What follows belongs to an exercise in optimizing a design on an open flow for small area, a short achievable clock period and few clock cycles per item; a production flow would make more cautious choices. The RTL was checked by simulation tests, not by an equivalence proof against the original design.

==> try-delta: inputs <==
// maxnetTop
module maxnetTop (
    input  logic                 clk,
    input  logic                 rstN,
    input  logic                 start,
    input  maxnetPkg::laneVec               inputs,
    output logic                 done,
    output logic                 busy,
    output maxnetPkg::laneIndex             winner,
    output logic [maxnetPkg::dataWidth-1:0] maxNumber,
    output logic                 noWinner
);
==> module inhibitionLayer, before the edit <==
module inhibitionLayer (
    input  maxnetPkg::laneVec activations,
    output maxnetPkg::laneVec nextActivations,
    output logic [maxnetPkg::laneCount-1:0] alive
);
    localparam int W = maxnetPkg::dataWidth;
    localparam int Y = W + 5;
    logic [maxnetPkg::laneCount-1:0][W-1:0] current;
    logic [maxnetPkg::laneCount-1:0][W-1:0] updated;
    logic [Y-1:0] e0, e1, e2, e3;
    logic [Y-1:0] s1, c1, sumS, sumC;
    assign current = activations;
    assign e0 = Y'(current[0]);
    assign e1 = Y'(current[1]);
    assign e2 = Y'(current[2]);
    assign e3 = Y'(current[3]);
    assign s1   = e0 ^ e1 ^ e2;
    assign c1   = {((e0 & e1) | (e0 & e2) | (e1 & e2)), 1'b0};
    assign sumS = s1 ^ c1 ^ e3;
    assign sumC = {((s1 & c1) | (s1 & e3) | (c1 & e3)), 1'b0};
    for (genvar lane = 0; lane < maxnetPkg::laneCount; lane++) begin : gLane
        logic [Y-1:0] x1, x2, x3, x4;
        logic [Y-1:0] r1s, r1c, r2s, r2c;
        logic [Y-1:0] y;
        logic         unusedCarry;
        assign x1 = {2'b00, current[lane], 3'b111};
        assign x2 = Y'(current[lane]);
        assign x3 = ~sumS;
        assign x4 = ~sumC;
        assign r1s = x1 ^ x2 ^ x3;
        assign r1c = {((x1 & x2) | (x1 & x3) | (x2 & x3)), 1'b1};
        assign r2s = r1s ^ r1c ^ x4;
        assign r2c = {((r1s & r1c) | (r1s & x4) | (r1c & x4)), 1'b0};
        prefixAdder #(.W(Y)) add (
            .a    (r2s),
            .b    (r2c),
            .cin  (1'b1),
            .sum  (y),
            .cout (unusedCarry)
        );
        assign updated[lane] = y[Y-1] ? '0 : y[W+2:3];
        assign alive[lane]   = ~y[Y-1] & |y[W+2:3];
    end
    assign nextActivations = updated;
endmodule
==> module maxnetController, before the edit <==
module maxnetController (
    input  logic clk,
    input  logic rstN,
    input  logic start,
    input  logic finish,
    output logic [maxnetPkg::iterWidth-1:0] updates,
    output logic lastUpdate,
    output logic [maxnetPkg::certTiers-1:0] tier,
    output logic busy,
    output logic done
);
    assign lastUpdate = (updates == maxnetPkg::iterWidth'(maxnetPkg::maxIterations - 1));
    assign tier[0] = (updates == '0);
    assign tier[1] = (updates != '0) && (updates <= 8);
    assign tier[2] = (updates > 8) && (updates <= 16);
    assign tier[3] = (updates > 16) && (updates <= 32);
    always_ff @(posedge clk or negedge rstN) begin
        if (!rstN) begin
            busy <= 1'b0;
            done <= 1'b0;
        end else if (!busy) begin
            busy <= start;
            done <= start & finish;
        end else begin
            busy <= ~done;
            done <= ~done & finish;
        end
    end
    always_ff @(posedge clk or negedge rstN) begin
        if (!rstN) begin
            updates <= '0;
        end else if (busy & ~done) begin
            updates <= updates + 1'b1;
        end else begin
            updates <= '0;
        end
    end
endmodule
==> module maxnetDatapath, before the edit <==
module maxnetDatapath (
    input  logic                 clk,
    input  logic                 busy,
    input  logic                 done,
    input  logic                 lastUpdate,
    input  logic [maxnetPkg::certTiers-1:0] tier,
    input  maxnetPkg::laneVec    inputs,
    output logic                 finish,
    output maxnetPkg::laneIndex  winner,
    output logic [maxnetPkg::dataWidth-1:0] maxNumber,
    output logic                 noWinner
);
    localparam int L = maxnetPkg::laneCount;
    maxnetPkg::laneVec originals;
    maxnetPkg::laneVec activations;
    maxnetPkg::laneVec nextActivations;
    logic [L-1:0] alive;
    logic                startCert;
    maxnetPkg::laneIndex startLane;
    logic                atMostOne;
    maxnetPkg::laneIndex lowestLive;
    logic                allZero;
    logic [L-1:0]        startMax, startSecond, startMin;
    logic [L-1:0]        rankMax, rankSecond, rankMin;
    maxnetPkg::laneIndex maxLane;
    logic                runCert;
    logic                settledNext;
    maxnetPkg::laneIndex lowestNext;
    logic [L-1:0][maxnetPkg::dataWidth-1:0] held;
    always_ff @(posedge clk) begin
        if (!busy) begin
            originals <= inputs;
            rankMax    <= startMax;
            rankSecond <= startSecond;
            rankMin    <= startMin;
        end
    end
    always_ff @(posedge clk) begin
        if (!busy) begin
            activations <= inputs;
        end else begin
            activations <= nextActivations;
        end
    end
    inhibitionLayer layer (
        .activations     (activations),
        .nextActivations (nextActivations),
        .alive           (alive)
    );
    winnerSelect select (
        .activations (inputs),
        .certOk      (startCert),
        .certLane    (startLane),
        .atMostOne   (atMostOne),
        .lowestLive  (lowestLive),
        .allZero     (allZero),
        .rankMax     (startMax),
        .rankSecond  (startSecond),
        .rankMin     (startMin)
    );
    iterCert cert (
        .activations (activations),
        .rankMax     (rankMax),
        .rankSecond  (rankSecond),
        .rankMin     (rankMin),
        .tier        (tier),
        .certOk      (runCert)
    );
    assign maxLane     = {rankMax[3] | rankMax[2], rankMax[3] | rankMax[1]};
    assign settledNext = ~((alive[0] & alive[1]) | (alive[0] & alive[2]) | (alive[0] & alive[3])
                         | (alive[1] & alive[2]) | (alive[1] & alive[3]) | (alive[2] & alive[3]));
    assign lowestNext  = alive[0] ? 2'd0 : alive[1] ? 2'd1 : alive[2] ? 2'd2 : 2'd3;
    assign finish = busy ? (runCert | settledNext | lastUpdate) : (startCert | atMostOne);
    always_ff @(posedge clk) begin
        if (!done) begin
            if (busy) begin
                winner <= runCert ? maxLane : lowestNext;
            end else begin
                winner   <= startCert ? startLane : lowestLive;
                noWinner <= allZero;
            end
        end
    end
    assign held      = originals;
    assign maxNumber = held[winner];
endmodule
clock: 8.5 ns
lec_check: 0
cap_margin: 20
core_margin: 2
core_utilization: 40
slew_margin: 20
run.sh (not shown) runs the stock make flow with config.mk's settings and CLKGATE_MAP_FILE= SYNTH_SCRIPT=/design/flow/synth_recipe.tcl, a recipe that flattens the netlist after the stock synthesis.
==> try-nickel (differences from try-delta) <==
--- a/flow/design.v
+++ b/flow/design.v
@@ -6,3 +6,3 @@
     localparam int sumWidth = dataWidth + $clog2(laneCount);
-    localparam int iterWidth = $clog2(maxIterations);
+    localparam int iterWidth = $clog2(maxIterations + 1);
     typedef struct packed {
@@ -54,36 +54,31 @@
     input  maxnetPkg::laneVec activations,
-    output maxnetPkg::laneVec nextActivations,
-    output logic [maxnetPkg::laneCount-1:0] alive
+    output maxnetPkg::laneVec nextActivations
 );
     localparam int W = maxnetPkg::dataWidth;
-    localparam int Y = W + 5;
+    localparam int Y = W + 2;
     logic [maxnetPkg::laneCount-1:0][W-1:0] current;
     logic [maxnetPkg::laneCount-1:0][W-1:0] updated;
-    logic [Y-1:0] e0, e1, e2, e3;
-    logic [Y-1:0] s1, c1, sumS, sumC;
     assign current = activations;
-    assign e0 = Y'(current[0]);
-    assign e1 = Y'(current[1]);
-    assign e2 = Y'(current[2]);
-    assign e3 = Y'(current[3]);
-    assign s1   = e0 ^ e1 ^ e2;
-    assign c1   = {((e0 & e1) | (e0 & e2) | (e1 & e2)), 1'b0};
-    assign sumS = s1 ^ c1 ^ e3;
-    assign sumC = {((s1 & c1) | (s1 & e3) | (c1 & e3)), 1'b0};
     for (genvar lane = 0; lane < maxnetPkg::laneCount; lane++) begin : gLane
-        logic [Y-1:0] x1, x2, x3, x4;
-        logic [Y-1:0] r1s, r1c, r2s, r2c;
+        localparam int o1 = (lane + 1) % 4;
+        localparam int o2 = (lane + 2) % 4;
+        localparam int o3 = (lane + 3) % 4;
+        logic [W-1:0] ts;
+        logic [W:0]   tc;
+        logic         lo;
+        logic [Y-1:0] x1, x2, x3;
+        logic [Y-1:0] rs, rc;
         logic [Y-1:0] y;
         logic         unusedCarry;
-        assign x1 = {2'b00, current[lane], 3'b111};
-        assign x2 = Y'(current[lane]);
-        assign x3 = ~sumS;
-        assign x4 = ~sumC;
-        assign r1s = x1 ^ x2 ^ x3;
-        assign r1c = {((x1 & x2) | (x1 & x3) | (x2 & x3)), 1'b1};
-        assign r2s = r1s ^ r1c ^ x4;
-        assign r2c = {((r1s & r1c) | (r1s & x4) | (r1c & x4)), 1'b0};
+        assign ts = current[o1] ^ current[o2] ^ current[o3];
+        assign tc = {(current[o1] & current[o2]) | (current[o1] & current[o3]) | (current[o2] & current[o3]), 1'b0};
+        assign lo = (ts[2] & tc[2]) | ((ts[2] | tc[2]) & ts[1] & tc[1]);
+        assign x1 = {2'b00, current[lane]};
+        assign x2 = ~{5'b00000, ts[W-1:3]};
+        assign x3 = ~{4'b0000, tc[W:3]};
+        assign rs = x1 ^ x2 ^ x3;
+        assign rc = {((x1 & x2) | (x1 & x3) | (x2 & x3)), ~lo};
         prefixAdder #(.W(Y)) add (
-            .a    (r2s),
-            .b    (r2c),
+            .a    (rs),
+            .b    (rc),
             .cin  (1'b1),
@@ -92,4 +87,3 @@
         );
-        assign updated[lane] = y[Y-1] ? '0 : y[W+2:3];
-        assign alive[lane]   = ~y[Y-1] & |y[W+2:3];
+        assign updated[lane] = y[Y-1] ? '0 : y[W-1:0];
     end
@@ -253,3 +247,3 @@
 );
-    assign lastUpdate = (updates == maxnetPkg::iterWidth'(maxnetPkg::maxIterations - 1));
+    assign lastUpdate = (updates == maxnetPkg::iterWidth'(maxnetPkg::maxIterations));
     assign tier[0] = (updates == '0);
@@ -297,3 +291,3 @@
     maxnetPkg::laneVec nextActivations;
-    logic [L-1:0] alive;
+    logic [L-1:0] liveNow;
     logic                startCert;
@@ -307,4 +301,3 @@
     logic                runCert;
-    logic                settledNext;
-    maxnetPkg::laneIndex lowestNext;
+    maxnetPkg::laneIndex lowestNow;
     logic [L-1:0][maxnetPkg::dataWidth-1:0] held;
@@ -327,4 +320,3 @@
         .activations     (activations),
-        .nextActivations (nextActivations),
-        .alive           (alive)
+        .nextActivations (nextActivations)
     );
@@ -350,6 +342,7 @@
     assign maxLane     = {rankMax[3] | rankMax[2], rankMax[3] | rankMax[1]};
-    assign settledNext = ~((alive[0] & alive[1]) | (alive[0] & alive[2]) | (alive[0] & alive[3])
-                         | (alive[1] & alive[2]) | (alive[1] & alive[3]) | (alive[2] & alive[3]));
-    assign lowestNext  = alive[0] ? 2'd0 : alive[1] ? 2'd1 : alive[2] ? 2'd2 : 2'd3;
-    assign finish = busy ? (runCert | settledNext | lastUpdate) : (startCert | atMostOne);
+    for (genvar i = 0; i < L; i++) begin : gLive
+        assign liveNow[i] = |activations[maxnetPkg::dataWidth*i +: maxnetPkg::dataWidth];
+    end
+    assign lowestNow = liveNow[0] ? 2'd0 : liveNow[1] ? 2'd1 : liveNow[2] ? 2'd2 : 2'd3;
+    assign finish = busy ? (runCert | lastUpdate) : (startCert | atMostOne);
     always_ff @(posedge clk) begin
@@ -357,3 +350,3 @@
             if (busy) begin
-                winner <= runCert ? maxLane : lowestNext;
+                winner <= runCert ? maxLane : lowestNow;
             end else begin
--- a/flow/config.mk
+++ b/flow/config.mk
@@ -10,2 +10,3 @@
 export CORE_UTILIZATION = 40
+export SETUP_SLACK_MARGIN = 3
 export SLEW_MARGIN = 20
==> notes.md <==
quantity                                                       try-nickel                try-delta
Status                                           timing/DRC/antenna clean  timing/DRC/antenna clean
Post-detailed-route via-to-cell ratio                                6.06                     6.34
Postcts setup bufs                                                     90                        0
Number of antenna repair diodes                                         1                        5
Slew at the pin closest to its max-slew limit                     1.20 ns                  1.16 ns
Total global routing track utilization                              33.1%                    34.1%
Post-detail-place hpwl                                             125 mm                   147 mm
Fraction of the yosys area taken by sequential cells                19.1%                    17.8%
Source of the critical timing path                    datapath.rankMax[0]  datapath.activations[6]
Core utilization of the finished layout                             49.1%                    46.8%
Flop2flop setup slack                                             2.21 ns                  0.27 ns
FF+latch count                                                        280                      279
Testbench counts of try-delta, summed over its fixed seeds: cycles 7,486, items 3,200.
Testbench counts of try-nickel, summed over its fixed seeds: cycles 7,493, items 3,200.

[afterwards: timing with drivers on the ports]
In the flow no input, the clock included, has a driving cell. The finished layouts below were timed again as built, in two steps. Step 1 assumes that a clkbuf_16 drives the clock port and a buf_2 every other input. Step 2 adds t to the input delays and takes it off the output delays; t is the mean of the earliest and latest rising clock arrival at the registers after step 1. Input paths then give back, and output paths get back, about the clock's delay inside the block. Three values: ideal, step 1, step 2; two values: the first two.
run	t, ns	slack for setup (ns)	cell pins on the clock port's net
try-delta	0.657	0.269 / 0.269 / 0.195	1
try-nickel	0.683	2.215 / 2.215 / 1.574	1
After both steps every run listed still meets setup and hold. For try-nickel, which loses most, drivers alone change the setup slack by 0.000 ns; drivers and shift together by -0.641 ns.
